This is an optimization exercise on Yosys and OpenROAD, whose aim is small area, a short achievable clock period and few clock cycles per item, not a production implementation. RTL that was checked went through simulation tests only; none was proved equivalent to the original. For runs 1, 3 and 4, only the layout was checked, not whether the RTL still works. Power and IR drop assume default switching activity.

==> flow/design.v <==
`default_nettype none
module preemptive_priority_scheduler(
   input  wire              clock,
   input  wire              reset,
   input  wire              start,
   output logic             busy,
   input  wire [32:0]       req_data,
   output logic             rsp_valid,
   output logic [105:0]     rsp_data
);
   localparam int N = 16;
   function automatic logic [31:0] add32(input logic [31:0] a, input logic [31:0] b,
                                         input logic cin);
      logic [31:0] p, g, p0;
      p0 = a ^ b;
      p  = p0;
      g  = a & b;
      g[0] = g[0] | (p[0] & cin);
      for (int d = 1; d < 32; d = d * 2) begin
         for (int i = 31; i >= d; i--) begin
            g[i] = g[i] | (p[i] & g[i-d]);
            p[i] = p[i] & p[i-d];
         end
      end
      add32[0] = p0[0] ^ cin;
      for (int i = 1; i < 32; i++) add32[i] = p0[i] ^ g[i-1];
   endfunction
   function automatic logic [1:0] cmp8(input logic [7:0] a, input logic [7:0] b);
      logic [7:0] lt, eq;
      lt = ~a & b;
      eq = ~(a ^ b);
      for (int d = 1; d < 8; d = d * 2) begin
         for (int i = 0; i < 8; i += 2 * d) begin
            lt[i] = lt[i+d] | (eq[i+d] & lt[i]);
            eq[i] = eq[i+d] & eq[i];
         end
      end
      cmp8 = {lt[0], eq[0]};
   endfunction
   logic        adm_ff;             
   logic        zb_ff;              
   logic        tk_ff;              
   logic [31:0] req_ff;
   logic [N-1:0] nb_ff;             
   wire [7:0]   r_id    = req_ff[31:24];
   wire [7:0]   r_pri   = req_ff[23:16];
   wire [15:0]  r_burst = req_ff[15:0];
   logic [N-1:0] valid_ff;
   logic         m_ff     [0:N-1][0:N-1];
   logic [7:0]   id_ff    [0:N-1];
   logic [7:0]   pri_ff   [0:N-1];
   logic [31:0]  arr_ff   [0:N-1];
   logic [15:0]  rem_ff   [0:N-1];
   logic [15:0]  bur_ff   [0:N-1];
   logic [31:0]  now_ff;
   logic [15:0]  cur_rem_ff;        
   logic         dirty_ff;          
   logic [4:0]   scan_ff;           
   logic         scan_done_ff;
   logic [N-1:0] abeat_ff;          
   logic         bt [0:N-1][0:N-1];     
   logic [N-1:0] win, sec;
   logic [N-1:0] below_free;            
   logic [N-1:0] free1h;
   always_comb begin
      for (int i = 0; i < N; i++) begin
         for (int j = 0; j < N; j++) begin
            bt[i][j] = (i < j) ? m_ff[i][j] : (i > j) ? ~m_ff[j][i] : 1'b1;
         end
      end
      for (int i = 0; i < N; i++) begin
         win[i] = valid_ff[i];
         for (int j = 0; j < N; j++) begin
            if (j != i) win[i] = win[i] & (~valid_ff[j] | bt[i][j]);
         end
      end
      for (int i = 0; i < N; i++) begin
         sec[i] = valid_ff[i] & ~win[i];
         for (int j = 0; j < N; j++) begin
            if (j != i) sec[i] = sec[i] & (~valid_ff[j] | win[j] | bt[i][j]);
         end
      end
      below_free[0] = 1'b0;
      for (int j = 1; j < N; j++) begin
         below_free[j] = below_free[j-1] | ~valid_ff[j-1];
      end
      free1h = ~valid_ff & ~below_free;
   end
   wire any  = |valid_ff;
   wire full = &valid_ff;
   assign busy = adm_ff & dirty_ff & ~scan_done_ff;
   wire do_adm  = adm_ff & ~full & ~busy;
   wire do_tick = tk_ff;
   wire run     = do_tick & any;
   wire fin     = run & (cur_rem_ff == 16'd1);
   wire beats_w = ~any | |(win & nb_ff);
   logic [N-1:0] rsel;
   logic [15:0]  rem_s;
   logic [7:0]   id_r;
   logic [31:0]  arr_r;
   logic [15:0]  bur_r;
   always_comb begin
      rsel = win;
      if (busy) begin
         rsel = '0;
         rsel[scan_ff[3:0]] = ~scan_ff[4];
      end
      rem_s = '0;
      id_r  = '0;
      arr_r = '0;
      bur_r = '0;
      for (int j = 0; j < N; j++) begin
         rem_s = rem_s | (rem_ff[j] & {16{sec[j]}});
         id_r  = id_r  | (id_ff[j]  & {8{rsel[j]}});
         arr_r = arr_r | (arr_ff[j] & {32{rsel[j]}});
         bur_r = bur_r | (bur_ff[j] & {16{rsel[j]}});
      end
   end
   logic [15:0] cur_dec;
   always_comb begin
      for (int i = 0; i < 16; i++) begin
         cur_dec[i] = cur_rem_ff[i] ^ ~|(cur_rem_ff & ((16'd1 << i) - 16'd1));
      end
   end
   wire [15:0] wd_rem = tk_ff ? cur_dec : r_burst;
   logic [31:0] r1_arr;
   wire [3:0] scan_k = scan_ff[3:0] - 4'd1;
   wire       scan_abeat = (now_ff < r1_arr) ||
                           ((now_ff == r1_arr) && below_free[scan_k]);
   wire       scan_cmp = busy && (scan_ff != 5'd0) && (scan_ff <= 5'd16);
   always_ff @(posedge clock) begin
      for (int j = 0; j < N; j++) begin
         if (do_adm && free1h[j]) begin
            id_ff[j]  <= r_id;
            pri_ff[j] <= r_pri;
            arr_ff[j] <= now_ff;
            bur_ff[j] <= r_burst;
         end
         if ((do_adm && free1h[j]) || (run && win[j])) begin
            rem_ff[j] <= wd_rem;
         end
         if (scan_cmp && scan_k == 4'(j)) begin
            abeat_ff[j] <= scan_abeat;
         end
      end
      for (int i = 0; i < N; i++) begin
         for (int j = i + 1; j < N; j++) begin
            if (do_adm && free1h[i]) begin
               m_ff[i][j] <= nb_ff[j];
            end else if (do_adm && free1h[j]) begin
               m_ff[i][j] <= ~nb_ff[i];
            end
         end
      end
      if (run) begin
         cur_rem_ff <= fin ? rem_s : cur_dec;
      end else if (do_adm && beats_w) begin
         cur_rem_ff <= r_burst;
      end
   end
   logic [31:0] now_inc;
   always_comb begin
      for (int i = 0; i < 32; i++) begin
         now_inc[i] = now_ff[i] ^ &(now_ff | ~((32'd1 << i) - 32'd1));
      end
   end
   always_ff @(posedge clock) begin
      if (reset) begin
         valid_ff     <= '0;
         now_ff       <= '0;
         dirty_ff     <= 1'b0;
         scan_ff      <= '0;
         scan_done_ff <= 1'b0;
      end else begin
         if (do_adm) begin
            valid_ff <= valid_ff | free1h;
         end else if (fin) begin
            valid_ff <= valid_ff & ~win;
         end
         if (do_tick) begin
            now_ff <= now_inc;
         end
         if (do_tick && (&now_ff) && any) begin
            dirty_ff <= 1'b1;
         end else if (!any && !do_adm) begin
            dirty_ff <= 1'b0;
         end
         if (busy) begin
            scan_ff      <= scan_ff + 5'd1;
            scan_done_ff <= (scan_ff == 5'd17);
         end else begin
            scan_ff      <= '0;
            scan_done_ff <= 1'b0;
         end
      end
   end
   wire [7:0] c_pri = busy ? r_pri : req_data[23:16];
   wire [1:0] c_new  = cmp8(c_pri, r_pri);
   wire       nb_new = c_new[1];
   logic [1:0] c_slot [0:N-1];
   always_comb begin
      for (int j = 0; j < N; j++) c_slot[j] = cmp8(c_pri, pri_ff[j]);
   end
   always_ff @(posedge clock) begin
      if (reset) begin
         adm_ff <= 1'b0;
         zb_ff  <= 1'b0;
         tk_ff  <= 1'b0;
      end else if (!busy) begin
         adm_ff <= start & ~req_data[32] & (req_data[15:0] != 16'd0);
         zb_ff  <= start & ~req_data[32] & (req_data[15:0] == 16'd0);
         tk_ff  <= start & req_data[32];
      end
      if (!busy) begin
         req_ff <= req_data[31:0];
      end
      for (int j = 0; j < N; j++) begin
         nb_ff[j] <= free1h[j] ? nb_new :
                     (c_slot[j][1] | (c_slot[j][0] & dirty_ff & abeat_ff[j]));
      end
   end
   logic        r1_v, r2_v;
   logic [1:0]  r1_kind;
   logic [7:0]  r1_id;
   logic [15:0] r1_bur;
   logic [105:0] r2_data;
   wire adm_rsp = zb_ff | (adm_ff & full & ~busy);
   wire [31:0] nbx = ~{16'd0, r1_bur};
   wire [31:0] na  = ~r1_arr;
   wire [31:0] cs_s = now_ff ^ na ^ nbx;
   wire [31:0] cs_c = (now_ff & na) | (now_ff & nbx) | (na & nbx);
   wire [31:0] tat  = add32(now_ff, na, 1'b1);
   wire [31:0] wt   = add32(cs_s, {cs_c[30:0], 1'b1}, 1'b1);
   always_ff @(posedge clock) begin
      if (reset) begin
         r1_v <= 1'b0;
         r2_v <= 1'b0;
      end else begin
         r1_v <= adm_rsp | fin;
         r2_v <= r1_v;
      end
      r1_kind <= tk_ff ? 2'd0 : (zb_ff ? 2'd2 : 2'd1);
      r1_id   <= tk_ff ? id_r : r_id;
      r1_arr  <= arr_r;
      r1_bur  <= bur_r;
      if (r1_kind == 2'd0) begin
         r2_data <= {r1_kind, r1_id, now_ff, tat, wt};
      end else begin
         r2_data <= {r1_kind, r1_id, 96'd0};
      end
   end
   assign rsp_valid = r2_v;
   assign rsp_data  = r2_data;
endmodule
`default_nettype wire
==> flow/run.sh <==
#!/bin/bash
# synth_recipe.tcl (not shown) runs the flow's synth.tcl, then flattens the netlist and writes it again
# the make line also repeats each setting of config.mk as NAME=value (left out here)
make -C /OpenROAD-flow-scripts/flow DESIGN_CONFIG=/design/flow/config.mk WORK_HOME=/design/flow/orfs CLKGATE_MAP_FILE= SYNTH_SCRIPT=/design/flow/synth_recipe.tcl finish
==> flow/config.mk <==
export PLATFORM = sky130hd
export DESIGN_NAME = preemptive_priority_scheduler
export DESIGN_NICKNAME = preemptive_priority_scheduler
export VERILOG_FILES = /design/flow/design.v
export SDC_FILE = /design/flow/constraint.sdc
export NUM_CORES = 4
export LEC_CHECK = 0
export CAP_MARGIN = 20
export CORE_MARGIN = 2
export CORE_UTILIZATION = 55
export CTS_CLUSTER_DIAMETER = 80
export CTS_CLUSTER_SIZE = 25
export SETUP_SLACK_MARGIN = 2.5
export SLEW_MARGIN = 20
==> flow/constraint.sdc <==
create_clock -name core_clock -period 6.0 [get_ports {clock}]
set_input_delay 1.2000 -clock core_clock [delete_from_list [all_inputs] [get_ports {clock}]]
set_output_delay 1.2000 -clock core_clock [all_outputs]
set_load 0.01 [all_outputs]
==> key figures, run 1 <==
Outcome
  – Status: finished clean

Critical path
  – Crit path buf inv count: 2
  – Critical path capture point type: flop
  – Family with the most delay on the worst path: simple AND/OR/NAND/NOR gates
  – Setup crit start kind: flop
  – Worst r2r src: valid_ff[12]
  – Worst EP required: 6590 ps
  – Crit-path cells: buf_6, nor4_1, nand4_1, buf_4, nand2_2, nor2_1, a211oi_1, nor2_1
  – Setup Crit Path Kind: flop to flop
  – Reg2reg setup slack: 2230 ps
  – CP startpoint: valid_ff[12]
  – Maximum fanout along the worst path: 17
  – Critical Path Most Common Cell: nor2_1
  – Crit-path slowest cell: a211oi_1
  – Worst path max stage delay: 1040 ps
  – CP arrival: 4360 ps

Timing
  – Tcrit/Tclk final: 62.9%
  – Slew HR: 20.7%
  – Shortest period the worst path allows: 3770 ps
  – # setup viols final: 0
  – Worst Skew: 41.8 ps
  – Endpoints failing hold: 0
  – Post-route setup TNS: 0 ps
  – Final WS setup: 2230 ps
  – RSZ-0062 raised after global routing: true
  – Max Freq: 265 MHz
  – Slew @ Worst Pin: 1180 ps
  – Max-slew violations: 0
  – Hold slack final: 337 ps

Global routing
  – Grt ovf: 0
  – Vias in the first global route: 45100
  – First-pass GRT wire length: 336 mm
  – GRT Util Overall: 36.3%
  – Initial antenna violation count: 7
  – Largest net degree at the start of global routing: 77

Hold path
  – HP Start: r1_id[6]
  – Hold WC Path Type: flop to flop

Placement
  – Dpl hpwl: 149 mm
  – DP Cell Count: 6604
  – Placed Area: 0.0746 mm²
  – Final GP Congestion: 1.08
  – Worst slack at placement: 1340 ps
  – Port buffer count: 143

Power and ir drop
  – Flop pwr share: 61.8%
  – Combinational power share: 5.7%
  – Internal cell power: 16.3 mW
  – Power consumption: 21.1 mW
  – Leak: 28.5 nW
  – Pwr/cell area: 261 mW/mm²
  – Clock network fraction of total power: 32.5%
  – P_sw: 4.75 mW
  – Max VDD drop: 270 µV
  – Switching share of power: 22.5%

Layout
  – Layout fillers: 9245
  – Area Growth Syn to Fin: 15.5%
  – Cell area after layout: 0.0809 mm²
  – Post-route insts no fill: 6966
  – Layout cell share with drive strength beyond 1: 16.2%
  – Nets: 5532
  – Fin util: 64.2%

Detailed routing
  – Drt total wl: 240 mm
  – Post-DR vias/cell: 6.77
  – First DRT Iteration DRCs: 7142
  – Vias: 47100
  – WL per Instance: 34.4 µm
  – DRC errors left: 0
  – Post-route ant nets: 0
  – Drt pass-1 iters: 10

Synth
  – Share of the synthesized area in the top cell type: 62.8%
  – Distinct cell type count after synthesis: 90
  – Seq/Total Area, Yosys: 69.6%
  – Cell area after synthesis: 0.0700 mm²
  – Post-Synthesis Cells: 4886
  – Top cells by area, synth: edfxtp_1 63%, dfxtp_1 6.9%, ha_1 4.1%
  – Asr flop ratio synth: 0%
  – Syn nets: 5169
  – Post-synth top area cell: edfxtp_1
  – Synthesis Warnings: 9
  – Syn Area/Cell: 14.3 µm²
  – Post-synth EDFFs: 1464
  – Synth Register Bits: 1704
  – Ys flop type: edfxtp_1

Clocking
  – Clk sinks: 1704
  – Number of buffers inserted by hold repair at cts: 0
  – CTS tree: built
  – Inserted Clock Buffers: 87
  – CTS max path bufs: 3
  – H-tree lvl count: 3
  – Worst-Skew Late Latency: 750 ps
  – CTS root buffer: clkbuf_16
  – Clk slew on worst S/H paths: 90 ps

Floorplan
  – Die Y: 361 µm
  – Total I/O pin count: 144
  – Rows: 130
  – Core area: 0.126 mm²
  – Die span in x: 361 µm
  – Die area: 0.130 mm²
  – Starting density of the core: 55.6%

Run
  – Maxcap violations: 0
-- cell families after synthesis --
family / synth area share (%)
flip-flops: 69.6
AO/OA/AOI/OAI: 13.7
AND/OR/NAND/NOR: 8.22
buffers and inverters: 2.45
adder cells (fa/ha/maj): 4.59
XOR/XNOR: 1.16
multiplexers: 0.202
-- worst reg2reg max path, cell delays in order (launching register included) --
cell      delay (ps)
dfxtp_4          390
buf_6            180
nor4_1           530
nand4_1          510
buf_4            350
nand2_2          270
nor2_1           290
a211oi_1        1040
nor2_1            80
-- synth_stat cells, types with 37 or more instances --
library cell / count
nand2_1: 344
buf_2: 41
a221oi_1: 96
clkbuf_1: 178
a21oi_1: 153
o22ai_1: 69
xnor2_1: 55
o2111ai_1: 45
a22oi_1: 235
dfxtp_1: 240
inv_1: 150
nor2_1: 255
a21o_1: 186
a22o_1: 84
nand2b_1: 99
o21ai_0: 94
and4_1: 58
a222oi_1: 120
nand3_1: 133
xor2_1: 38
edfxtp_1: 1464
ha_1: 230
nor3_1: 37
-- state kept, by name, summed over array words and instances, names as in the netlist, 2 cells and up --
| name | flops |
|---|---|
| abeat_ff | 16 |
| r1_id | 8 |
| r1_bur | 16 |
| cur_rem_ff | 16 |
| nb_ff | 16 |
| bur_ff | 256 |
| pri_ff | 128 |
| scan_ff | 5 |
| id_ff | 128 |
| r1_kind | 2 |
| valid_ff | 16 |
| r2_data | 106 |
| req_ff | 32 |
| rem_ff | 256 |
| r1_arr | 32 |
| arr_ff | 512 |
| now_ff | 32 |
| m_ff | 120 |
-- layout by cell type, fill, tap and decap left out, types with 130 or more instances in the layout --
cell type | netlist | layout
a21o_1 | 186 | 185
a22oi_1 | 235 | 231
buf_4 | 11 | 278
clkdlybuf4s50_1 | 0 | 142
dfxtp_1 | 240 | 194
edfxtp_1 | 1464 | 1464
ha_1 | 230 | 220
nand2_1 | 344 | 325
nand3_1 | 133 | 130
nor2_1 | 255 | 242
-- area by class of cell --
cell class	count	area (µm²)	area share, %
inverters	158	713	0.882
repair buffers	530	5330	6.58
clock buffers	123	2370	2.94
flip-flops and latches	1704	48900	60.5
diodes	3	7.51	0.00928
repair inverters	3	17.5	0.0217
well taps	1650	2060	2.55
multi-input cells	2765	21100	26.1
clock inverters	30	408	0.504
-- metal layers --
metal / vias up / part of all wire (%) / wire (µm) / global-route usage (%)
met5: - / 0.023 / 56 / 0
met3: 671 / 10 / 23900 / 7.02
met4: 8 / 5.6 / 13500 / 17.3
met1: 23600 / 38 / 92100 / 49.0
li1: 19900 / - / - / -
met2: 2899 / 46 / 110000 / 57.1
-- worst paths after layout --
check / endpoint / depth (start not counted)
setup reg to reg: r1_v / 8
setup / recovery: r1_v / 8
hold reg to reg: r2_data[102] / 0
hold / removal: r2_data[102] / 0
-- timing repair --
action                     4_1_cts  5_1_grt
pin swaps                       52       59
buffers inserted               145       45
setup endpoints to repair     1696      379
gates resized for setup        271      147
gates cloned                    13        3
-- power by group through the flow --
| stage | registers, mW | clock network [mW] | logic, mW |
|---|---|---|---|
| final | 13.0 | 6.86 | 1.21 |
| after global routing | 13.0 | 7.32 | 1.31 |
| after floorplan | 13.2 | 0 | 0.663 |
| after global placement | 13.3 | 0 | 1.06 |
| after CTS | 13.0 | 6.93 | 1.16 |
| after detailed placement | 13.3 | 0 | 1.07 |
==> run 2, diff against run 1 <==
--- a/flow/design.v
+++ b/flow/design.v
@@ -37,6 +37,18 @@
       end
       cmp8 = {lt[0], eq[0]};
    endfunction
+   function automatic logic [1:0] cmp32(input logic [31:0] a, input logic [31:0] b);
+      logic [31:0] lt, eq;
+      lt = ~a & b;
+      eq = ~(a ^ b);
+      for (int d = 1; d < 32; d = d * 2) begin
+         for (int i = 0; i < 32; i += 2 * d) begin
+            lt[i] = lt[i+d] | (eq[i+d] & lt[i]);
+            eq[i] = eq[i+d] & eq[i];
+         end
+      end
+      cmp32 = {lt[0], eq[0]};
+   endfunction
    logic        adm_ff;             
    logic        zb_ff;              
    logic        tk_ff;              
@@ -53,13 +65,12 @@
    logic [15:0]  rem_ff   [0:N-1];
    logic [15:0]  bur_ff   [0:N-1];
    logic [31:0]  now_ff;
-   logic [15:0]  cur_rem_ff;        
    logic         dirty_ff;          
    logic [4:0]   scan_ff;           
    logic         scan_done_ff;
    logic [N-1:0] abeat_ff;          
    logic         bt [0:N-1][0:N-1];     
-   logic [N-1:0] win, sec;
+   logic [N-1:0] win, one;
    logic [N-1:0] below_free;            
    logic [N-1:0] free1h;
    always_comb begin
@@ -75,10 +86,7 @@
          end
       end
       for (int i = 0; i < N; i++) begin
-         sec[i] = valid_ff[i] & ~win[i];
-         for (int j = 0; j < N; j++) begin
-            if (j != i) sec[i] = sec[i] & (~valid_ff[j] | win[j] | bt[i][j]);
-         end
+         one[i] = (rem_ff[i] == 16'd1);
       end
       below_free[0] = 1'b0;
       for (int j = 1; j < N; j++) begin
@@ -92,10 +100,8 @@
    wire do_adm  = adm_ff & ~full & ~busy;
    wire do_tick = tk_ff;
    wire run     = do_tick & any;
-   wire fin     = run & (cur_rem_ff == 16'd1);
-   wire beats_w = ~any | |(win & nb_ff);
+   wire fin     = run & |(win & one);
    logic [N-1:0] rsel;
-   logic [15:0]  rem_s;
    logic [7:0]   id_r;
    logic [31:0]  arr_r;
    logic [15:0]  bur_r;
@@ -105,28 +111,27 @@
          rsel = '0;
          rsel[scan_ff[3:0]] = ~scan_ff[4];
       end
-      rem_s = '0;
       id_r  = '0;
       arr_r = '0;
       bur_r = '0;
       for (int j = 0; j < N; j++) begin
-         rem_s = rem_s | (rem_ff[j] & {16{sec[j]}});
          id_r  = id_r  | (id_ff[j]  & {8{rsel[j]}});
          arr_r = arr_r | (arr_ff[j] & {32{rsel[j]}});
          bur_r = bur_r | (bur_ff[j] & {16{rsel[j]}});
       end
    end
-   logic [15:0] cur_dec;
-   always_comb begin
-      for (int i = 0; i < 16; i++) begin
-         cur_dec[i] = cur_rem_ff[i] ^ ~|(cur_rem_ff & ((16'd1 << i) - 16'd1));
-      end
-   end
-   wire [15:0] wd_rem = tk_ff ? cur_dec : r_burst;
+   logic [15:0] rem_dec [0:N-1];
+   always_comb begin
+      for (int j = 0; j < N; j++) begin
+         for (int i = 0; i < 16; i++) begin
+            rem_dec[j][i] = rem_ff[j][i] ^ ~|(rem_ff[j] & ((16'd1 << i) - 16'd1));
+         end
+      end
+   end
    logic [31:0] r1_arr;
    wire [3:0] scan_k = scan_ff[3:0] - 4'd1;
-   wire       scan_abeat = (now_ff < r1_arr) ||
-                           ((now_ff == r1_arr) && below_free[scan_k]);
+   wire [1:0] scan_c = cmp32(now_ff, r1_arr);
+   wire       scan_abeat = scan_c[1] | (scan_c[0] & below_free[scan_k]);
    wire       scan_cmp = busy && (scan_ff != 5'd0) && (scan_ff <= 5'd16);
    always_ff @(posedge clock) begin
       for (int j = 0; j < N; j++) begin
@@ -136,8 +141,10 @@
             arr_ff[j] <= now_ff;
             bur_ff[j] <= r_burst;
          end
-         if ((do_adm && free1h[j]) || (run && win[j])) begin
-            rem_ff[j] <= wd_rem;
+         if (do_adm && free1h[j]) begin
+            rem_ff[j] <= r_burst;
+         end else if (run && win[j]) begin
+            rem_ff[j] <= rem_dec[j];
          end
          if (scan_cmp && scan_k == 4'(j)) begin
             abeat_ff[j] <= scan_abeat;
@@ -151,11 +158,6 @@
                m_ff[i][j] <= ~nb_ff[i];
             end
          end
-      end
-      if (run) begin
-         cur_rem_ff <= fin ? rem_s : cur_dec;
-      end else if (do_adm && beats_w) begin
-         cur_rem_ff <= r_burst;
       end
    end
    logic [31:0] now_inc;
==> run 2 against run 1 <==
Sequential cell count shrank 16. Utilization shrank 1.5 points. Largest power group unchanged. Critical endpoint is now r2_data[31]. Sequential power is essentially flat. Critical path depth grew 4. Still clean.
==> key figures, run 2 <==
Layout
  – Nets: 6128
  – Largest register by flop count: arr_ff
  – Area Growth Syn to Fin: 12.7%
  – Number of flip-flops under the largest register name: 512
  – Biggest regs: arr_ff x512, bur_ff x256, rem_ff x256
  – Most frequent cells in the layout: 1448 x edfxtp_1, 501 x nor2_1, 320 x nand2_1
  – Layout cell share with drive strength beyond 1: 11.3%
  – Commonest non-fill, non-tap cell in the layout: edfxtp_1

Timing
  – Endpoints failing hold: 0
  – Final WS setup: 2510 ps
  – Hold slack final: 323 ps
  – RSZ-0062 raised after global routing: true
  – Slew @ Worst Pin: 1140 ps
  – Tcrit/Tclk final: 58.2%
  – Max Freq: 287 MHz
  – Shortest period the worst path allows: 3490 ps
  – Max-slew violations: 0
  – Slew HR: 23.7%
  – # setup viols final: 0
  – Worst Skew: 37.0 ps

Clocking
  – CTS tree: built
  – Number of buffers inserted by hold repair at cts: 0
  – CTS root buffer: clkbuf_16
  – Inserted Clock Buffers: 90
  – Clk slew on worst S/H paths: 100 ps
  – H-tree lvl count: 3
  – Clk sinks: 1688
  – Worst-Skew Late Latency: 750 ps
  – CTS max path bufs: 3

Synth
  – Share of the synthesized area in the top cell type: 59.4%
  – Synth Register Bits: 1688
  – Cell area after synthesis: 0.0732 mm²
  – Synthesis Warnings: 10
  – Top cells by area, synth: edfxtp_1 59%, dfxtp_1 6.6%, ha_1 5.7%
  – Seq/Total Area, Yosys: 65.9%
  – Most instantiated cells after synthesis: 1448 x edfxtp_1, 506 x nor2_1, 336 x ha_1, 336 x nand2_1, 311 x a21oi_1
  – Most frequent cell after synthesis: edfxtp_1
  – Asr flop ratio synth: 0%
  – Syn Area/Cell: 13.2 µm²
  – Post-Synthesis Cells: 5535
  – Ys flop type: edfxtp_1
  – Post-synth top area cell: edfxtp_1
  – Distinct cell type count after synthesis: 79
  – Post-synth EDFFs: 1448
  – Syn nets: 5924

Global routing
  – Grt ovf: 0
  – Vias in the first global route: 45700
  – First-pass GRT wire length: 308 mm
  – GRT Util Overall: 30.9%
  – Largest net degree at the start of global routing: 89
  – Initial antenna violation count: 4

Critical path
  – Critical path capture point type: flop
  – Setup crit start kind: flop
  – Worst r2r src: r1_arr[1]
  – Setup Crit Path Kind: flop to flop
  – Critical R2R Capture: r2_data[31]
  – Cells on worst reg2reg path: 12
  – Reg2reg setup slack: 2510 ps
  – CP arrival: 4160 ps
  – Worst EP required: 6670 ps
  – Maximum fanout along the worst path: 4

Placement
  – Dpl hpwl: 125 mm
  – Final GP Congestion: 0.973
  – Worst slack at placement: 1360 ps
  – Port buffer count: 143

Power and ir drop
  – Pwr/cell area: 259 mW/mm²
  – Max VDD drop: 244 µV
  – Power consumption: 21.4 mW
  – Leak: 29.8 nW
  – Clock network fraction of total power: 34.4%
  – Combinational power share: 5.8%
  – Switching share of power: 22.9%
  – P_sw: 4.90 mW
  – Flop pwr share: 59.8%
  – Internal cell power: 16.5 mW

Detailed routing
  – Drt pass-1 iters: 6
  – WL per Instance: 27.9 µm
  – DRC errors left: 0
  – Post-route ant nets: 0
  – Drt total wl: 212 mm
  – First DRT Iteration DRCs: 5419
  – Post-DR vias/cell: 6.25
  – Vias: 47300

Floorplan
  – Die area: 0.136 mm²
  – Rows: 133
  – Total I/O pin count: 144
  – Starting density of the core: 55.6%
  – Core area: 0.132 mm²
  – Die Y: 369 µm
  – Die span in x: 369 µm

Hold path
  – Hold WC Path Type: flop to flop
  – HP Start: r1_id[1]
  – Worst hold stages: 0
  – End of the worst hold path: r2_data[97]

Outcome
  – Status: finished clean

Run
  – Maxcap violations: 0
run 2: kinds of logic after synthesis:
group	synth area share, %
compound gates	13.6
buf+inv	3.11
simple gates	8.36
xor+xnor	2.45
flops	65.9
mux	0.289
fa+ha+maj	6.21
run 2: routing by layer:
metal / GRT usage (%) / vias up / wire, µm
li1: - / 21300 / -
met1: 43.0 / 23800 / 89000
met2: 50.3 / 1830 / 101000
met3: 4.59 / 336 / 15100
met4: 9.22 / 4 / 6770
met5: 0 / - / 27
run 2: area by class of cell:
cell class / count / area, µm²
fill: 10300 / 49300
sequential: 1688 / 48400
multi-input combinational: 3286 / 23600
timing repair buffer: 421 / 4170
clock buffer: 117 / 2380
tap: 1755 / 2200
inverter: 249 / 1040
clock inverter: 51 / 712
timing repair inverter: 3 / 20.0
antenna: 1 / 2.50
run 2: power by group through the flow:
| stage | Clock [mW] | Combinational, mW | Sequential [mW] |
|---|---|---|---|
| floorplan | 0 | 0.669 | 13.1 |
| global placement | 0 | 1.10 | 13.1 |
| detailed placement | 0 | 1.11 | 13.1 |
| CTS | 7.48 | 1.20 | 12.8 |
| global route | 7.87 | 1.34 | 12.8 |
| finish | 7.36 | 1.24 | 12.8 |
run 2: repair_timing:
item                                    in CTS  in global routing
resized for setup                          195                 51
hold endpoints to repair                     0                  0
gates cloned                                 4                  1
pin swaps                                   21                 19
endpoints found under the setup margin    1802                658
setup buffers                               82                 20
run 2: critical path: stages (launching register included):
cell and delay, ps:
dfxtp_2 360, inv_2 50, fa_1 590, ha_4 220
o21a_1 190, o21a_1 190, o2111a_2 280, or4b_4 570
a21oi_4 250, o311ai_4 180, o21ai_4 240, o2111a_1 200
a21o_1 90
run 2: metrics by stage:
stage / utilization, % / cell area [µm²] / instances / setup TNS (ps)
after floorplan: - / 73500 / 5535 / 0
after global placement: 58.8 / 77500 / 7293 / -614
after global routing: 62.6 / 82500 / 7570 / 0
after CTS: 62.3 / 82100 / 7548 / 0
final: 62.6 / 82500 / 7571 / 0
after detailed placement: 58.8 / 77500 / 7294 / 0
run 2: worst max path at each step:
stage                     depth (start not counted)    startpoint  slack (ps)      endpoint
after floorplan                                  13  req_data[16]        2470     nb_ff[12]
after global placement                           12    now_ff[26]         -40   abeat_ff[8]
after detailed placement                         13    now_ff[27]        1360   abeat_ff[3]
after CTS                                        10   valid_ff[0]        2390  pri_ff[4][5]
after global routing                             12     r1_arr[1]        2430   r2_data[31]
final                                            12     r1_arr[1]        2510   r2_data[31]
Testbench counts of run 2, summed over its fixed seeds: cycles 12,018, beats 12,000.
==> run 3, diff against run 2 <==
--- a/flow/design.v
+++ b/flow/design.v
@@ -58,6 +58,8 @@
    wire [7:0]   r_pri   = req_ff[23:16];
    wire [15:0]  r_burst = req_ff[15:0];
    logic [N-1:0] valid_ff;
+   logic [N-1:0] free_ff;           
+   logic         full_ff;
    logic         m_ff     [0:N-1][0:N-1];
    logic [7:0]   id_ff    [0:N-1];
    logic [7:0]   pri_ff   [0:N-1];
@@ -73,6 +75,9 @@
    logic [N-1:0] win, one;
    logic [N-1:0] below_free;            
    logic [N-1:0] free1h;
+   logic [N-1:0] below_free2;           
+   logic [N-1:0] free2;                 
+   logic [N-1:0] above_free;            
    always_comb begin
       for (int i = 0; i < N; i++) begin
          for (int j = 0; j < N; j++) begin
@@ -92,10 +97,20 @@
       for (int j = 1; j < N; j++) begin
          below_free[j] = below_free[j-1] | ~valid_ff[j-1];
       end
-      free1h = ~valid_ff & ~below_free;
+      free1h = free_ff;
+      below_free2[0] = 1'b0;
+      for (int j = 1; j < N; j++) begin
+         below_free2[j] = below_free2[j-1] | ~(valid_ff[j-1] | free_ff[j-1]);
+      end
+      free2 = ~(valid_ff | free_ff) & ~below_free2;
+      above_free[N-1] = 1'b0;
+      for (int j = N - 2; j >= 0; j--) begin
+         above_free[j] = above_free[j+1] | free_ff[j+1];
+      end
    end
    wire any  = |valid_ff;
-   wire full = &valid_ff;
+   wire full = full_ff;
+   wire win_below_free = |(win & above_free);
    assign busy = adm_ff & dirty_ff & ~scan_done_ff;
    wire do_adm  = adm_ff & ~full & ~busy;
    wire do_tick = tk_ff;
@@ -169,6 +184,8 @@
    always_ff @(posedge clock) begin
       if (reset) begin
          valid_ff     <= '0;
+         free_ff      <= 16'd1;
+         full_ff      <= 1'b0;
          now_ff       <= '0;
          dirty_ff     <= 1'b0;
          scan_ff      <= '0;
@@ -176,8 +193,12 @@
       end else begin
          if (do_adm) begin
             valid_ff <= valid_ff | free1h;
+            free_ff  <= free2;
+            full_ff  <= ~|free2;
          end else if (fin) begin
             valid_ff <= valid_ff & ~win;
+            free_ff  <= (full_ff | win_below_free) ? win : free_ff;
+            full_ff  <= 1'b0;
          end
          if (do_tick) begin
             now_ff <= now_inc;
==> run 3 against run 2 <==
Routed wire length grew 1.6%. Via count grew 3.3%. Critical path type unchanged. Utilization shrank 0.66 points. First-iteration DRC count grew 13%. Setup slack lost 260 ps.
==> key figures, run 3 <==
Detailed routing
  – Post-DR vias/cell: 6.33
  – Vias: 48900
  – First DRT Iteration DRCs: 6125
  – Drt pass-1 iters: 9
  – DRC errors left: 0
  – Drt total wl: 215 mm
  – Post-route ant nets: 0
  – WL per Instance: 27.9 µm

Synth
  – Ys flop type: edfxtp_1
  – Distinct cell type count after synthesis: 84
  – Asr flop ratio synth: 0%
  – Most instantiated cells after synthesis: 1448 x edfxtp_1, 580 x nor2_1, 355 x a21oi_1, 336 x ha_1, 319 x nand2_1
  – Most frequent cell after synthesis: edfxtp_1
  – Post-synth EDFFs: 1448
  – Share of the synthesized area in the top cell type: 58.8%
  – Top cells by area, synth: edfxtp_1 59%, dfxtp_1 7.0%, ha_1 5.7%
  – Seq/Total Area, Yosys: 65.8%
  – Synthesis Warnings: 10
  – Post-Synthesis Cells: 5690
  – Synth Register Bits: 1705
  – Syn nets: 6079
  – Syn Area/Cell: 13.0 µm²
  – Post-synth top area cell: edfxtp_1
  – Cell area after synthesis: 0.0739 mm²

Placement
  – Dpl hpwl: 128 mm
  – DP Cell Count: 7432
  – Port buffer count: 143
  – Final GP Congestion: 0.961
  – Placed Area: 0.0781 mm²
  – Worst slack at placement: 451 ps

Timing
  – # setup viols final: 0
  – Shortest period the worst path allows: 3750 ps
  – Worst Skew: 27.3 ps
  – Slew @ Worst Pin: 1140 ps
  – Slew HR: 24.1%
  – RSZ-0062 raised after global routing: true
  – Max-slew violations: 0
  – Post-route setup TNS: 0 ps
  – Final WS setup: 2250 ps
  – Max Freq: 266 MHz
  – Tcrit/Tclk final: 62.5%
  – Endpoints failing hold: 0

Global routing
  – Largest net degree at the start of global routing: 64
  – First-pass GRT wire length: 313 mm
  – Grt ovf: 0
  – Vias in the first global route: 46700
  – Initial antenna violation count: 2
  – GRT Util Overall: 31.0%

Critical path
  – Crit path buf inv count: 4
  – Crit-path cells: inv_2, ha_4, nand2b_2, o21ai_2, a21oi_2, buf_6, a2111o_1, nand4_1, o211ai_1, a221o_1, a21oi_4, o41ai_4, buf_12, buf_12
  – Setup crit start kind: flop
  – Critical Path Most Common Cell: buf_12
  – Reg2reg setup slack: 2250 ps
  – Critical path capture point type: flop
  – Crit-path slowest cell: a221o_1
  – Worst path max stage delay: 440 ps
  – CP arrival: 4230 ps
  – Setup Crit Path Kind: flop to flop
  – Family with the most delay on the worst path: compound AO/OA/AOI/OAI gates
  – Maximum fanout along the worst path: 8
  – Worst EP required: 6480 ps

Layout
  – Nets: 6263
  – Number of flip-flops under the largest register name: 512
  – Biggest regs: arr_ff x512, bur_ff x256, rem_ff x256
  – Area Growth Syn to Fin: 11.9%
  – Post-route insts no fill: 7716
  – Layout cell share with drive strength beyond 1: 10.7%
  – Most frequent cells in the layout: 1448 x edfxtp_1, 578 x nor2_1, 347 x a21oi_1
  – Largest register by flop count: arr_ff
  – Cell area after layout: 0.0827 mm²
  – Commonest non-fill, non-tap cell in the layout: edfxtp_1

Clocking
  – CTS root buffer: clkbuf_16
  – Worst-Skew Late Latency: 730 ps
  – Inserted Clock Buffers: 87
  – CTS tree: built
  – H-tree lvl count: 3
  – CTS max path bufs: 3
  – Clk slew on worst S/H paths: 100 ps
  – Clk sinks: 1705

Floorplan
  – Rows: 134
  – Core area: 0.133 mm²
  – Starting density of the core: 55.4%
  – Die area: 0.137 mm²
  – Die Y: 371 µm
  – Die span in x: 371 µm
  – Total I/O pin count: 144

Hold path
  – Hold WC Path Type: flop to flop

Power and ir drop
  – Internal cell power: 16.5 mW
  – Max VDD drop: 217 µV
  – Clock network fraction of total power: 32.7%
  – P_sw: 4.85 mW
  – Pwr/cell area: 258 mW/mm²
  – Combinational power share: 6.5%
  – Leak: 29.3 nW
  – Flop pwr share: 60.8%
  – Switching share of power: 22.8%

Outcome
  – Status: finished clean

Run
  – Maxcap violations: 0
run 3: cell families after synthesis:
family	Yosys count	synth area share, %
and+or+nand+nor	1457	9.09
muxes	25	0.340
adders and majority gates	353	6.15
DFF	1705	65.8
buffers and inverters	588	3.15
AOI/OAI and AO/OA	1350	13.0
xor gates and xnor gates	212	2.51
run 3: worst paths after layout:
path / startpoint / end / cells past startpoint
worst max-delay path: scan_ff[1] / abeat_ff[3] / 14
worst min register to register: r1_id[6] / r2_data[102] / 0
worst max register to register: scan_ff[1] / abeat_ff[3] / 14
worst min-delay path: r1_id[6] / r2_data[102] / 0
run 3: what timing repair did:
action,in CTS,in global routing
pin swaps,32,20
resized for setup,139,60
hold buffers,0,0
buffers inserted,90,25
setup endpoints to repair,184,127
gates cloned,4,2
run 3: stage by stage:
stage          utilization, %  hold slack [ps]  total power, mW
6_report                 62.0              334             21.3
5_1_grt                  62.0              346             21.9
4_1_cts                  61.6              336             21.3
3_5_place_dp             58.5              314             14.4
3_3_place_gp             58.5              312             14.4
2_1_floorplan               -              310             13.9
run 3: routing by layer:
layer / global-route usage [%] / vias to the layer above / routed length [µm]
met5: 0 / - / 0
met4: 9.64 / 0 / 7460
met3: 4.45 / 418 / 17900
met2: 51.1 / 2232 / 102000
met1: 42.8 / 24400 / 87900
li1: - / 21800 / -
run 3: final cells by class:
class | count | area [µm²]
diodes | 2 | 5.00
clock buffers | 125 | 2390
clock inverters | 36 | 430
fillers | 10400 | 50800
inverters | 249 | 1010
multi-input cells | 3400 | 23800
flip-flops and latches | 1705 | 48700
well taps | 1768 | 2210
repair buffers | 431 | 4090
run 3: power by group through the flow:
stage          logic [mW]  clock network, mW  registers [mW]
2_1_floorplan       0.720                  0            13.2
3_3_place_gp         1.19                  0            13.2
3_5_place_dp         1.20                  0            13.2
4_1_cts              1.32               7.06            12.9
5_1_grt              1.50               7.43            13.0
6_report             1.39               6.97            12.9
==> run 4, diff against run 3 <==
--- a/flow/design.v
+++ b/flow/design.v
@@ -68,7 +68,8 @@
    logic [15:0]  bur_ff   [0:N-1];
    logic [31:0]  now_ff;
    logic         dirty_ff;          
-   logic [4:0]   scan_ff;           
+   logic [N-1:0] scan_ff;           
+   logic [N-1:0] scanp_ff;          
    logic         scan_done_ff;
    logic [N-1:0] abeat_ff;          
    logic         bt [0:N-1][0:N-1];     
@@ -123,8 +124,7 @@
    always_comb begin
       rsel = win;
       if (busy) begin
-         rsel = '0;
-         rsel[scan_ff[3:0]] = ~scan_ff[4];
+         rsel = scan_ff;
       end
       id_r  = '0;
       arr_r = '0;
@@ -144,10 +144,8 @@
       end
    end
    logic [31:0] r1_arr;
-   wire [3:0] scan_k = scan_ff[3:0] - 4'd1;
    wire [1:0] scan_c = cmp32(now_ff, r1_arr);
-   wire       scan_abeat = scan_c[1] | (scan_c[0] & below_free[scan_k]);
-   wire       scan_cmp = busy && (scan_ff != 5'd0) && (scan_ff <= 5'd16);
+   wire       scan_abeat = scan_c[1] | (scan_c[0] & |(scanp_ff & below_free));
    always_ff @(posedge clock) begin
       for (int j = 0; j < N; j++) begin
          if (do_adm && free1h[j]) begin
@@ -161,7 +159,7 @@
          end else if (run && win[j]) begin
             rem_ff[j] <= rem_dec[j];
          end
-         if (scan_cmp && scan_k == 4'(j)) begin
+         if (busy && scanp_ff[j]) begin
             abeat_ff[j] <= scan_abeat;
          end
       end
@@ -188,7 +186,8 @@
          full_ff      <= 1'b0;
          now_ff       <= '0;
          dirty_ff     <= 1'b0;
-         scan_ff      <= '0;
+         scan_ff      <= 16'd1;
+         scanp_ff     <= '0;
          scan_done_ff <= 1'b0;
       end else begin
          if (do_adm) begin
@@ -209,10 +208,12 @@
             dirty_ff <= 1'b0;
          end
          if (busy) begin
-            scan_ff      <= scan_ff + 5'd1;
-            scan_done_ff <= (scan_ff == 5'd17);
+            scan_ff      <= scan_ff << 1;
+            scanp_ff     <= scan_ff;
+            scan_done_ff <= ~|scan_ff & ~|scanp_ff;
          end else begin
-            scan_ff      <= '0;
+            scan_ff      <= 16'd1;
+            scanp_ff     <= '0;
             scan_done_ff <= 1'b0;
          end
       end
--- a/flow/config.mk
+++ b/flow/config.mk
@@ -10,5 +10,5 @@
 export CORE_UTILIZATION = 55
 export CTS_CLUSTER_DIAMETER = 80
 export CTS_CLUSTER_SIZE = 25
-export SETUP_SLACK_MARGIN = 2.5
+export SETUP_SLACK_MARGIN = 2.8
 export SLEW_MARGIN = 20
==> run 4 against run 3 <==
Still clean on timing, DRC and antenna. Combinational power increased by 31%. Clock power rose by 6.3%. Setup slack improved by 390 ps. Utilization is 0.67 points higher. Critical path depth decreased by 3. Routed wire length rose by 6.4%. Critical endpoint is now r2_data[30].
==> key figures, run 4 <==
Timing
  – Endpoints failing hold: 0
  – Shortest period the worst path allows: 3360 ps
  – Max Freq: 297 MHz
  – RSZ-0062 raised after global routing: true
  – Worst Skew: 42.6 ps
  – Hold slack final: 339 ps
  – Slew HR: 20.3%
  – Final WS setup: 2640 ps
  – Tcrit/Tclk final: 56.1%
  – Post-route setup TNS: 0 ps
  – # setup viols final: 0
  – Max-slew violations: 0
  – Slew @ Worst Pin: 1190 ps

Synth
  – Post-synth top area cell: edfxtp_1
  – Most instantiated cells after synthesis: 1448 x edfxtp_1, 576 x nor2_1, 352 x a21oi_1, 329 x ha_1, 296 x nand2_1
  – Top cells by area, synth: edfxtp_1 59%, dfxtp_1 7.3%, ha_1 5.6%
  – Asr flop ratio synth: 0%
  – Share of the synthesized area in the top cell type: 58.7%
  – Most frequent cell after synthesis: edfxtp_1
  – Synth Register Bits: 1717
  – Seq/Total Area, Yosys: 65.9%
  – Distinct cell type count after synthesis: 80
  – Syn Area/Cell: 13.1 µm²
  – Cell area after synthesis: 0.0741 mm²
  – Post-synth EDFFs: 1448
  – Post-Synthesis Cells: 5662
  – Synthesis Warnings: 10
  – Syn nets: 6044
  – Ys flop type: edfxtp_1

Critical path
  – Worst EP required: 6640 ps
  – Critical path capture point type: flop
  – CP arrival: 4000 ps
  – Maximum fanout along the worst path: 2
  – Setup Crit Path Kind: flop to flop
  – Setup crit start kind: flop

Detailed routing
  – Met3 wire length: 17.1 mm
  – Routed length on met2: 111 mm
  – First DRT Iteration DRCs: 5925
  – DRC errors left: 0
  – Vias: 49100
  – WL per Instance: 29.7 µm
  – Drt total wl: 229 mm
  – Post-DR vias/cell: 6.37
  – Met1 wire length: 92.1 mm
  – Drt pass-1 iters: 6
  – Post-route ant nets: 0
  – Uppermost routed layer: met5

Layout
  – Largest register by flop count: arr_ff
  – Area Growth Syn to Fin: 12.9%
  – Nets: 6234
  – Commonest non-fill, non-tap cell in the layout: edfxtp_1
  – Layout cell share with drive strength beyond 1: 12.9%
  – Number of flip-flops under the largest register name: 512
  – Most frequent cells in the layout: 1448 x edfxtp_1, 564 x nor2_1, 347 x a21oi_1
  – Biggest regs: arr_ff x512, bur_ff x256, rem_ff x256

Placement
  – Dpl hpwl: 137 mm
  – Final GP Congestion: 0.977
  – Worst slack at placement: 1330 ps
  – Port buffer count: 143

Floorplan
  – Die area: 0.138 mm²
  – Core area: 0.134 mm²
  – Total I/O pin count: 144
  – Die span in x: 371 µm
  – Starting density of the core: 55.5%
  – Rows: 134
  – Die Y: 371 µm

Clocking
  – Clk sinks: 1717
  – Inserted Clock Buffers: 91
  – Worst-Skew Late Latency: 740 ps
  – CTS max path bufs: 3
  – CTS tree: built
  – Clk slew on worst S/H paths: 100 ps
  – H-tree lvl count: 3
  – CTS root buffer: clkbuf_16

Global routing
  – Grt ovf: 0
  – Largest net degree at the start of global routing: 88
  – Vias in the first global route: 47400
  – First-pass GRT wire length: 330 mm
  – GRT Util Overall: 33.0%
  – Initial antenna violation count: 3

Power and ir drop
  – Leak: 29.7 nW
  – Power consumption: 22.3 mW
  – Pwr/cell area: 267 mW/mm²
  – Max VDD drop: 262 µV

Run
  – Maxcap violations: 0

Hold path
  – Hold WC Path Type: flop to flop

Outcome
  – Status: finished clean
==> run 4: changes by cell type in the layout (fill, tap and decap cells not counted), moves of 20 or more <==
cell and change:
o21ai_1 +21, a221oi_1 +107, nand2_1 -24, nand3_1 -102
a22o_1 +166, o21ai_0 -20, a222oi_1 -111, dfxtp_4 +26
a22oi_1 -98, nand4_1 +44, nor4_1 -21, o21ai_4 +21
==> run 4: kinds of logic (layout without fill, tap and decap cells) <==
kind of cell    Yosys count  in the layout  synth area share, %
fa+ha+maj               346            346                 6.01
mux                      17             17                0.230
simple gates           1371           1372                 8.66
compound gates         1424           1429                 13.8
buf+inv                 588            847                 3.03
xor+xnor                199            199                 2.35
flops                  1717           1717                 65.9
other cells               0              1                    0
==> run 4: layout make-up <==
cell class                      count  area [µm²]
Antenna cell                        1        2.50
Clock buffer                      127        2540
Clock inverter                     41         569
Fill cell                       10200       49900
Inverter                          251        1050
Multi-Input combinational cell   3363       24300
Sequential cell                  1717       49100
Tap cell                         1768        2210
Timing Repair Buffer              428        3940
==> run 4: per-layer routing <==
metal,track usage (%),vias to the layer above
met3,4.29,427
met2,55.0,2132
met4,11.8,4
met1,44.7,24700
li1,-,21800
met5,0,-
==> run 4: what timing repair did <==
item                       CTS  global route
setup endpoints to repair  759            87
gates cloned                 6             0
pin swaps                   60            38
gates resized for setup    249            92
hold buffers                 0             0
setup buffers              112            27
==> run 4: per-stage QoR <==
stage	area [µm²]	std cells	utilization, %
after floorplan	74300	5662	-
after detailed placement	78100	7382	58.5
after global placement	78100	7381	58.4
final	83700	7696	62.6
after CTS	83100	7668	62.2
after global routing	83700	7695	62.6
==> run 4: worst paths after layout <==
kind / startpoint / to / slack (ps) / cells after the start
worst min register to register: r1_id[2] / r2_data[98] / 340 / 0
worst max register to register: r1_arr[6] / r2_data[30] / 2640 / 11
worst max-delay path: r1_arr[6] / r2_data[30] / 2640 / 11
worst min-delay path: r1_id[2] / r2_data[98] / 340 / 0
==> run 4: critical path, stage by stage, from the launching register on <==
cell and delay [ps]:
dfxtp_4 420, inv_2 60, fa_1 480, ha_4 180
or4_4 520, o21ai_4 210, and3b_2 250, or4_4 150
a31oi_4 100, o211ai_1 290, or4b_4 500, o211ai_1 90
==> run 4: where the power goes <==
group          total, mW  leakage (nW)  internal [mW]  switching, mW
registers           13.1          15.4           13.0          0.129
clock network       7.41          1.50           3.29           4.12
logic               1.82          12.8          0.781           1.04
total               22.3          29.7           17.0           5.29
==> run 5, diff against run 4 <==
--- a/flow/design.v
+++ b/flow/design.v
@@ -58,8 +58,6 @@
    wire [7:0]   r_pri   = req_ff[23:16];
    wire [15:0]  r_burst = req_ff[15:0];
    logic [N-1:0] valid_ff;
-   logic [N-1:0] free_ff;           
-   logic         full_ff;
    logic         m_ff     [0:N-1][0:N-1];
    logic [7:0]   id_ff    [0:N-1];
    logic [7:0]   pri_ff   [0:N-1];
@@ -76,9 +74,6 @@
    logic [N-1:0] win, one;
    logic [N-1:0] below_free;            
    logic [N-1:0] free1h;
-   logic [N-1:0] below_free2;           
-   logic [N-1:0] free2;                 
-   logic [N-1:0] above_free;            
    always_comb begin
       for (int i = 0; i < N; i++) begin
          for (int j = 0; j < N; j++) begin
@@ -98,20 +93,10 @@
       for (int j = 1; j < N; j++) begin
          below_free[j] = below_free[j-1] | ~valid_ff[j-1];
       end
-      free1h = free_ff;
-      below_free2[0] = 1'b0;
-      for (int j = 1; j < N; j++) begin
-         below_free2[j] = below_free2[j-1] | ~(valid_ff[j-1] | free_ff[j-1]);
-      end
-      free2 = ~(valid_ff | free_ff) & ~below_free2;
-      above_free[N-1] = 1'b0;
-      for (int j = N - 2; j >= 0; j--) begin
-         above_free[j] = above_free[j+1] | free_ff[j+1];
-      end
+      free1h = ~valid_ff & ~below_free;
    end
    wire any  = |valid_ff;
-   wire full = full_ff;
-   wire win_below_free = |(win & above_free);
+   wire full = &valid_ff;
    assign busy = adm_ff & dirty_ff & ~scan_done_ff;
    wire do_adm  = adm_ff & ~full & ~busy;
    wire do_tick = tk_ff;
@@ -182,8 +167,6 @@
    always_ff @(posedge clock) begin
       if (reset) begin
          valid_ff     <= '0;
-         free_ff      <= 16'd1;
-         full_ff      <= 1'b0;
          now_ff       <= '0;
          dirty_ff     <= 1'b0;
          scan_ff      <= 16'd1;
@@ -192,12 +175,8 @@
       end else begin
          if (do_adm) begin
             valid_ff <= valid_ff | free1h;
-            free_ff  <= free2;
-            full_ff  <= ~|free2;
          end else if (fin) begin
             valid_ff <= valid_ff & ~win;
-            free_ff  <= (full_ff | win_below_free) ? win : free_ff;
-            full_ff  <= 1'b0;
          end
          if (do_tick) begin
             now_ff <= now_inc;
--- a/flow/config.mk
+++ b/flow/config.mk
@@ -10,5 +10,5 @@
 export CORE_UTILIZATION = 55
 export CTS_CLUSTER_DIAMETER = 80
 export CTS_CLUSTER_SIZE = 25
-export SETUP_SLACK_MARGIN = 2.8
+export SETUP_SLACK_MARGIN = 2.5
 export SLEW_MARGIN = 20
==> run 5 against run 4 <==
Still clean. Critical endpoint is now r1_arr[12]. Synthesized area fell by 0.89%. Clock skew rose by 3.4 ps. Sequential share of layout area rose by 1.2 points. Critical path type unchanged.
==> key figures, run 5 <==
Outcome
  – Status: finished clean

Synth
  – Post-synth top area cell: edfxtp_1
  – Distinct cell type count after synthesis: 83
  – Syn Area/Cell: 13.1 µm²
  – Synth Register Bits: 1700
  – Cell area after synthesis: 0.0735 mm²
  – Post-Synthesis Cells: 5600
  – Share of the synthesized area in the top cell type: 59.2%
  – Syn nets: 5982
  – Ys flop type: edfxtp_1
  – Seq/Total Area, Yosys: 66.1%
  – Most frequent cell after synthesis: edfxtp_1
  – Post-synth EDFFs: 1448
  – Most instantiated cells after synthesis: 1448 x edfxtp_1, 511 x nor2_1, 391 x nand2_1, 339 x a21oi_1, 329 x ha_1
  – Synthesis Warnings: 10
  – Top cells by area, synth: edfxtp_1 59%, dfxtp_1 6.9%, ha_1 5.6%
  – Asr flop ratio synth: 0%

Placement
  – Port buffer count: 143
  – Final GP Congestion: 0.980
  – Dpl hpwl: 134 mm

Layout
  – Most frequent cells in the layout: 1448 x edfxtp_1, 509 x nor2_1, 386 x nand2_1
  – Biggest regs: arr_ff x512, bur_ff x256, rem_ff x256
  – Largest register by flop count: arr_ff
  – Fin util: 61.2%
  – Area Growth Syn to Fin: 10.7%
  – Layout fillers: 10500
  – Nets: 6100
  – Number of flip-flops under the largest register name: 512
  – Commonest non-fill, non-tap cell in the layout: edfxtp_1
  – Layout cell share with drive strength beyond 1: 9.00%

Floorplan
  – Die area: 0.137 mm²
  – Starting density of the core: 55.3%
  – Core area: 0.133 mm²
  – Die Y: 369 µm
  – Rows: 134
  – Die span in x: 369 µm
  – Total I/O pin count: 144

Global routing
  – GRT Util Overall: 31.9%
  – First-pass GRT wire length: 317 mm
  – Initial antenna violation count: 6
  – Vias in the first global route: 46000
  – Largest net degree at the start of global routing: 71
  – Grt ovf: 0

Timing
  – Shortest period the worst path allows: 3500 ps
  – Slew HR: 18.4%
  – Tcrit/Tclk final: 58.4%
  – RSZ-0062 raised after global routing: true
  – Slew @ Worst Pin: 1220 ps
  – Worst Skew: 46.1 ps
  – # setup viols final: 0
  – Max Freq: 285 MHz
  – Endpoints failing hold: 0
  – Max-slew violations: 0
  – Post-route setup TNS: 0 ps

Critical path
  – Crit path buf inv count: 2
  – Setup crit start kind: flop
  – CP arrival: 4120 ps
  – Critical R2R Capture: r1_arr[12]
  – Crit-path cells: inv_4, o2111ai_1, or4_1, o21ai_4, buf_4, a221oi_1, nand4_1
  – Worst path max stage delay: 790 ps
  – Worst EP required: 6620 ps
  – Family with the most delay on the worst path: simple AND/OR/NAND/NOR gates
  – Maximum fanout along the worst path: 22
  – Setup Crit Path Kind: flop to flop
  – Cells on worst reg2reg path: 7
  – Worst r2r src: valid_ff[15]
  – Crit-path slowest cell: or4_1
  – Critical path capture point type: flop
  – Reg2reg setup slack: 2500 ps

Power and ir drop
  – Leak: 28.9 nW
  – Combinational power share: 5.6%
  – Internal cell power: 16.3 mW
  – Switching share of power: 22.9%
  – Clock network fraction of total power: 33.5%
  – P_sw: 4.87 mW
  – Flop pwr share: 60.9%
  – Pwr/cell area: 261 mW/mm²
  – Max VDD drop: 259 µV

Clocking
  – Clk slew on worst S/H paths: 100 ps
  – CTS tree: built
  – Clk sinks: 1700
  – Worst-Skew Late Latency: 760 ps
  – H-tree lvl count: 3
  – CTS root buffer: clkbuf_16
  – Inserted Clock Buffers: 88
  – CTS max path bufs: 3

Hold path
  – End of the worst hold path: r2_data[99]
  – Worst hold stages: 0
  – HP Start: r1_id[3]
  – Hold WC Path Type: flop to flop

Detailed routing
  – Drt total wl: 219 mm
  – First DRT Iteration DRCs: 5435
  – Drt pass-1 iters: 6
  – Post-route ant nets: 0
  – DRC errors left: 0
  – Post-DR vias/cell: 6.28
  – WL per Instance: 29.0 µm
  – Vias: 47500

Run
  – Maxcap violations: 0
==> run 5: how the worst max path moves through the flow <==
stage / from / to / cells past startpoint
final: valid_ff[15] / r1_arr[12] / 7
after global routing: valid_ff[0] / rem_ff[9][14] / 12
after CTS: dirty_ff / busy / 4
after detailed placement: valid_ff[4] / arr_ff[2][7] / 10
after global placement: valid_ff[4] / arr_ff[2][7] / 10
after floorplan: valid_ff[6] / arr_ff[7][0] / 12
==> run 5: timing repair <==
action | 4_1_cts | 5_1_grt
gates cloned | 3 | 2
resized for setup | 130 | 68
hold buffers | 0 | 0
setup endpoints to repair | 1503 | 851
pin swaps | 15 | 3
buffers inserted | 41 | 5
hold endpoints to repair | 0 | 0
==> run 5: cells by family after synthesis <==
group	Yosys count	synth area share, %
fa+ha+maj	346	6.07
flops	1700	66.1
compound gates	1369	13.2
buf+inv	576	3.27
xor+xnor	201	2.40
mux	21	0.286
simple gates	1387	8.71
==> run 5: per-layer routing <==
metal  wire length, µm  global-route usage (%)  vias up
li1                  -                       -    21300
met1             90100                    43.3    23900
met2            105000                    52.9     1931
met3             15300                    4.30      388
met4              8780                    11.1        0
met5                 0                       0        -
==> run 5: layout make-up <==
cell class | instances | area, µm² | area share [%]
inverters | 268 | 1180 | 1.45
clock buffers | 125 | 2430 | 2.99
clock inverters | 37 | 497 | 0.611
repair buffers | 332 | 3250 | 3.99
diodes | 1 | 2.50 | 0.00308
well taps | 1768 | 2210 | 2.72
repair inverters | 2 | 16.3 | 0.0200
flip-flops and latches | 1700 | 48600 | 59.8
multi-input cells | 3326 | 23100 | 28.4
==> run 5: power by group through the flow <==
stage | logic [mW] | registers (mW) | clock network, mW
after floorplan | 0.663 | 13.2 | 0
after global placement | 1.12 | 13.2 | 0
after detailed placement | 1.13 | 13.2 | 0
after CTS | 1.16 | 12.9 | 7.20
after global routing | 1.29 | 12.9 | 7.58
final | 1.19 | 12.9 | 7.11
==> run 5: through the flow <==
stage | setup slack [ps] | hold slack (ps) | instances | instance area (µm²) | power (mW)
5_1_grt | 2430 | 312 | 7558 | 81300 | 21.8
3_3_place_gp | 1670 | 312 | 7345 | 77200 | 14.3
3_5_place_dp | 1600 | 312 | 7345 | 77300 | 14.3
2_1_floorplan | 2510 | 310 | 5600 | 73500 | 13.8
6_report | 2500 | 304 | 7559 | 81400 | 21.2
4_1_cts | 2290 | 301 | 7551 | 81000 | 21.3
Testbench counts of run 5, summed over its fixed seeds: cycles 12,018, beats 12,000.
==> run 6, diff against run 5 <==
--- a/flow/config.mk
+++ b/flow/config.mk
@@ -10,5 +10,5 @@
 export CORE_UTILIZATION = 55
 export CTS_CLUSTER_DIAMETER = 80
 export CTS_CLUSTER_SIZE = 25
-export SETUP_SLACK_MARGIN = 2.5
+export SETUP_SLACK_MARGIN = 3.1
 export SLEW_MARGIN = 20
==> run 6 against run 5 <==
Still clean on timing, DRC and antenna. Sequential power about the same. Worst hold slack gained 38 ps. Maximum frequency is 4.7% higher. Sequential share of layout area is 3.3 points lower. Die area unchanged. Highest routed layer unchanged.
==> key figures, run 6 <==
Outcome
  – Status: finished clean

Detailed routing
  – Vias: 49800
  – Drt total wl: 241 mm
  – DRC errors left: 0
  – Post-route ant nets: 0
  – Drt pass-1 iters: 5
  – Post-DR vias/cell: 6.37
  – First DRT Iteration DRCs: 5988
  – WL per Instance: 30.8 µm

Synth
  – Synth Register Bits: 1700
  – Distinct cell type count after synthesis: 83
  – Syn nets: 5982
  – Most frequent cell after synthesis: edfxtp_1
  – Synthesis Warnings: 10
  – Most instantiated cells after synthesis: 1448 x edfxtp_1, 511 x nor2_1, 391 x nand2_1, 339 x a21oi_1, 329 x ha_1
  – Seq/Total Area, Yosys: 66.1%
  – Syn Area/Cell: 13.1 µm²
  – Top cells by area, synth: edfxtp_1 59%, dfxtp_1 6.9%, ha_1 5.6%
  – Post-synth EDFFs: 1448
  – Share of the synthesized area in the top cell type: 59.2%
  – Asr flop ratio synth: 0%
  – Cell area after synthesis: 0.0735 mm²
  – Ys flop type: edfxtp_1
  – Post-synth top area cell: edfxtp_1
  – Post-Synthesis Cells: 5600

Timing
  – Max Freq: 299 MHz
  – Shortest period the worst path allows: 3350 ps
  – Hold slack final: 342 ps
  – Max-slew violations: 0
  – Endpoints failing hold: 0
  – Post-route setup TNS: 0 ps
  – Worst Skew: 43.4 ps
  – RSZ-0062 raised after global routing: true
  – Tcrit/Tclk final: 55.8%
  – Slew @ Worst Pin: 1050 ps
  – Slew HR: 29.6%
  – # setup viols final: 0

Clocking
  – CTS max path bufs: 3
  – Clk slew on worst S/H paths: 100 ps
  – Number of buffers inserted by hold repair at cts: 0
  – H-tree lvl count: 3
  – Inserted Clock Buffers: 89
  – Worst-Skew Late Latency: 770 ps
  – CTS root buffer: clkbuf_16
  – CTS tree: built
  – Clk sinks: 1700

Critical path
  – Maximum fanout along the worst path: 3
  – Worst r2r src: r1_bur[0]
  – CP startpoint: r1_bur[0]
  – CP arrival: 4000 ps
  – Setup crit start kind: flop
  – Critical path capture point type: flop
  – Setup Crit Path Kind: flop to flop
  – Worst EP required: 6660 ps

Floorplan
  – Die area: 0.137 mm²
  – Die Y: 369 µm
  – Core area: 0.133 mm²
  – Starting density of the core: 55.3%
  – Total I/O pin count: 144
  – Rows: 134
  – Die span in x: 369 µm

Power and ir drop
  – Power consumption: 21.6 mW
  – Leak: 31.1 nW
  – Pwr/cell area: 250 mW/mm²
  – Max VDD drop: 265 µV

Hold path
  – HP Start: r1_id[5]
  – Hold WC Path Type: flop to flop

Layout
  – Largest register by flop count: arr_ff
  – Nets: 6359
  – Fin util: 64.9%
  – Most frequent cells in the layout: 1448 x edfxtp_1, 501 x nor2_1, 375 x nand2_1
  – Commonest non-fill, non-tap cell in the layout: edfxtp_1
  – Number of flip-flops under the largest register name: 512
  – Layout cell share with drive strength beyond 1: 16.9%
  – Area Growth Syn to Fin: 17.5%
  – Biggest regs: arr_ff x512, bur_ff x256, rem_ff x256

Run
  – Maxcap violations: 0

Global routing
  – Initial antenna violation count: 1
  – GRT Util Overall: 34.1%
  – First-pass GRT wire length: 334 mm
  – Largest net degree at the start of global routing: 71
  – Grt ovf: 0
  – Vias in the first global route: 46900

Placement
  – Final GP Congestion: 0.991
  – Dpl hpwl: 132 mm
  – Port buffer count: 143
## run 6: layout make-up
cell class	count	area [µm²]
multi-input combinational	3332	24500
timing repair buffer	584	6690
sequential	1700	48700
tap	1768	2210
timing repair inverter	2	18.8
clock inverter	37	531
clock buffer	127	2440
inverter	268	1200
antenna	3	7.51
fill	9906	46600
## run 6: layer usage
layer  vias up  track usage (%)  share of wire (%)  routed length (µm)
met5         -                0                  0                   0
met4         0             13.0                4.8               11500
met3       487             4.63                8.1               19500
met2      2467             56.6                 48              115000
met1     25100             45.9                 39               94600
li1      21800                -                  -                   -
## run 6: final timing paths
kind                  endpoint  slack [ps]  cells past startpoint
setup / recovery   r2_data[21]        2650                     12
hold / removal    r2_data[101]         340                      0
setup reg to reg   r2_data[21]        2650                     12
hold reg to reg   r2_data[101]         340                      0
## run 6: metrics by stage
step	setup slack [ps]	instances	area [µm²]
floorplan	2650	5600	73800
global placement	1010	7335	77400
detailed placement	1420	7337	77400
CTS	2810	7707	84200
global route	2590	7818	86300
finish	2650	7821	86300
## run 6: worst max-delay path, cell delays in order, from the launching register on
cell and delay (ps):
dfxtp_1 580, fa_2 350, inv_1 90, ha_4 240, o211ai_1 330, a21oi_2 160, nor3_4 300, o31ai_2 100
a31o_2 270, a211o_1 280, a21oi_2 190, o21a_1 150, mux2i_1 190
## run 6: logic make-up after synthesis
| group | count (synthesis) | share of synthesized area [%] |
|---|---|---|
| flip-flops | 1700 | 66.1 |
| AND/OR/NAND/NOR | 1387 | 8.71 |
| AO/OA/AOI/OAI | 1369 | 13.2 |
| buffers and inverters | 576 | 3.27 |
| adder cells (fa/ha/maj) | 346 | 6.07 |
| XOR/XNOR | 201 | 2.40 |
| multiplexers | 21 | 0.286 |
## run 6: repair_timing
action / in CTS / in global routing
setup endpoints to repair: 1931 / 618
buffers inserted: 172 / 97
endpoints found under the hold margin: 0 / 0
pin swaps: 78 / 120
gates cloned: 34 / 14
resized for setup: 390 / 274
## run 6: power breakdown
part | total, mW | switching, mW | leakage, nW | internal (mW)
Combinational | 1.47 | 0.848 | 14.4 | 0.625
Clock | 7.19 | 4.09 | 1.43 | 3.10
Sequential | 12.9 | 0.109 | 15.3 | 12.8

==> re-timing with driven ports <==
Ports are ideal in the flow. The routed layouts listed here were re-timed in OpenROAD.
Step 1 assumes that a clkbuf_16 drives the clock port and a buf_2 every other input.
Step 2, shift: input delay + t, output delay - t, t = (earliest + latest rising clock arrival at the registers) / 2. This alone moves slack from input paths to output paths.
Three values: no drivers, after step 1, after step 2; two values: the first two.
run	t (ns)	setup WS [ns]	worst register clock-pin slew, ns
run 1	0.805	2.226 / 2.226 / 1.897	0.10 / 0.10
run 2	0.818	2.510 / 2.510 / 1.871	0.11 / 0.11
run 3	0.806	2.247 / 2.247 / 2.066	0.11 / 0.11
run 4	0.807	2.636 / 2.636 / 2.177	0.11 / 0.11
run 5	0.811	2.496 / 2.496 / 2.098	0.11 / 0.11
run 6	0.830	2.653 / 2.653 / 2.379	0.11 / 0.11
After both steps every run listed still meets setup and hold. The setup slack of run 2, which loses most, moves by 0.000 ns with the drivers and by -0.639 ns with both steps.
